From an optimization exercise on the open Yosys and OpenROAD flow, aimed at small area; shortcuts taken in it are not production practice.
Function was checked by simulation only, so behaviour that the tests miss may differ from the original.
No activity file was given, so power comes from the tool's default toggle rates.

Setup of oak:
==> module btb_rd8, before the edit <==
module btb_rd8 #(
    parameter int W = 1
) (
    input  logic [7:0]     sel,
    input  logic [8*W-1:0] d,
    output logic [W-1:0]   q
);
    for (genvar b = 0; b < W; b++) begin : g_bit
        logic n0, n1;
        btb_aoi222 u_a (.a0(sel[0]), .b0(d[0*W+b]), .a1(sel[1]), .b1(d[1*W+b]),
                        .a2(sel[2]), .b2(d[2*W+b]), .y(n0));
        btb_aoi222 u_b (.a0(sel[3]), .b0(d[3*W+b]), .a1(sel[4]), .b1(d[4*W+b]),
                        .a2(sel[5]), .b2(d[5*W+b]), .y(n1));
        btb_rd_tail u_t (.n0(n0), .n1(n1), .a0(sel[6]), .b0(d[6*W+b]),
                         .a1(sel[7]), .b1(d[7*W+b]), .y(q[b]));
    end
endmodule
==> module btb_rd_tail, before the edit <==
module btb_rd_tail (
    input  logic n0, n1, a0, b0, a1, b1,
    output logic y
);
    assign y = !(n0 && n1 && !(a0 && b0) && !(a1 && b1));
endmodule
clock: 10.0 ns
lec_check: 0
cap_margin: 0
core_margin: 2
core_utilization: 60
slew_margin: 0
synth_hierarchical: 1
standard.sh (not shown) runs the stock make flow with config.mk's settings and CLKGATE_MAP_FILE= SYNTH_SCRIPT=/design/flow/synth_recipe.tcl, a recipe that flattens the netlist after the stock synthesis.
==> flow/flow/run.sh <==
#!/bin/bash
# Standard ORFS layout (standard.sh, synthesis included) with two changes:
# one-drive buffers on the ports, and a clock tree of clkbuf_8 leaf
# clusters without dummy loads.
set -uo pipefail
export BUFFER_PORTS_ARGS="-buffer_cell sky130_fd_sc_hd__buf_1"
export CTS_ARGS="-sink_clustering_enable -repair_clock_nets -dont_use_dummy_load -buf_list sky130_fd_sc_hd__clkbuf_8 -sink_clustering_size 16 -sink_clustering_max_diameter 60"
bash standard.sh finish > flow_make.log 2>&1
The final layout from oak, which completed every stage, passed the timing, design-rule and antenna checks at the end of the flow.
### oak -> pine
-- flow/design.v --
<<< oak, line 42
);
    for (genvar b = 0; b < W; b++) begin : g_bit
        logic n0, n1;
        btb_aoi222 u_a (.a0(sel[0]), .b0(d[0*W+b]), .a1(sel[1]), .b1(d[1*W+b]),
                        .a2(sel[2]), .b2(d[2*W+b]), .y(n0));
        btb_aoi222 u_b (.a0(sel[3]), .b0(d[3*W+b]), .a1(sel[4]), .b1(d[4*W+b]),
                        .a2(sel[5]), .b2(d[5*W+b]), .y(n1));
        btb_rd_tail u_t (.n0(n0), .n1(n1), .a0(sel[6]), .b0(d[6*W+b]),
                         .a1(sel[7]), .b1(d[7*W+b]), .y(q[b]));
    end
endmodule
>>> pine, line 42
);
    for (genvar b = 0; b < W; b++) begin : g_bit
        logic n0, n1, n2, n3;
        btb_aoi222 u_a (.a0(sel[0]), .b0(d[0*W+b]), .a1(sel[1]), .b1(d[1*W+b]),
                        .a2(sel[2]), .b2(d[2*W+b]), .y(n0));
        btb_aoi222 u_b (.a0(sel[3]), .b0(d[3*W+b]), .a1(sel[4]), .b1(d[4*W+b]),
                        .a2(sel[5]), .b2(d[5*W+b]), .y(n1));
        btb_nand2  u_c (.a(sel[6]), .b(d[6*W+b]), .y(n2));
        btb_nand2  u_d (.a(sel[7]), .b(d[7*W+b]), .y(n3));
        assign q[b] = !(n0 && n1 && n2 && n3);
    end
endmodule
<<< oak, line 56
);
    assign y = !((a0 && b0) || (a1 && b1) || (a2 && b2));
endmodule
module btb_rd_tail (
    input  logic n0, n1, a0, b0, a1, b1,
    output logic y
);
    assign y = !(n0 && n1 && !(a0 && b0) && !(a1 && b1));
endmodule
module btb_nand2 (
>>> pine, line 57
);
    assign y = !((a0 && b0) || (a1 && b1) || (a2 && b2));
endmodule
module btb_nand2 (
Findings:
When pine is set beside oak, its synthesized cell count turns out to be 182 larger.
Going from oak to pine, via count of the routed design grew by a few percent.
NOTE mapped cell area oak->pine increased slightly
The run showing the greater setup slack of the critical path after layout is pine.
pine -> oak: number of clock buffers in the layout delta 0, exact match
Comparing pine with oak, the power came out essentially unchanged.
Total nets after synthesis: pine > oak
Worst hold margin delta (pine -> oak): insignificant

[afterwards: timing with drivers on the ports]
The results above use ideal ports. As a check the final layouts listed here were re-extracted and re-timed, cells and wires unchanged. Step 1, drivers: a clkbuf_16 drives clk and a buf_2 each remaining input, both assumed. Step 2 also shifts input and output timing later by t, the mid clock arrival at the registers, as if the neighbouring blocks saw the same clock. Three values: ideal, step 1, step 2; two values: the first two.
run	t, ns	setup slack, ns	hold WS [ns]	worst register clock-pin slew, ns	cell pins on the clock port's net
oak	0.750	0.584 / 0.517 / 1.267	0.539 / 0.539 / 0.539	0.10 / 0.10	1
pine	0.768	0.760 / 0.694 / 1.462	0.537 / 0.537 / 0.537	0.11 / 0.11	1
After both steps every run listed still meets setup and hold.
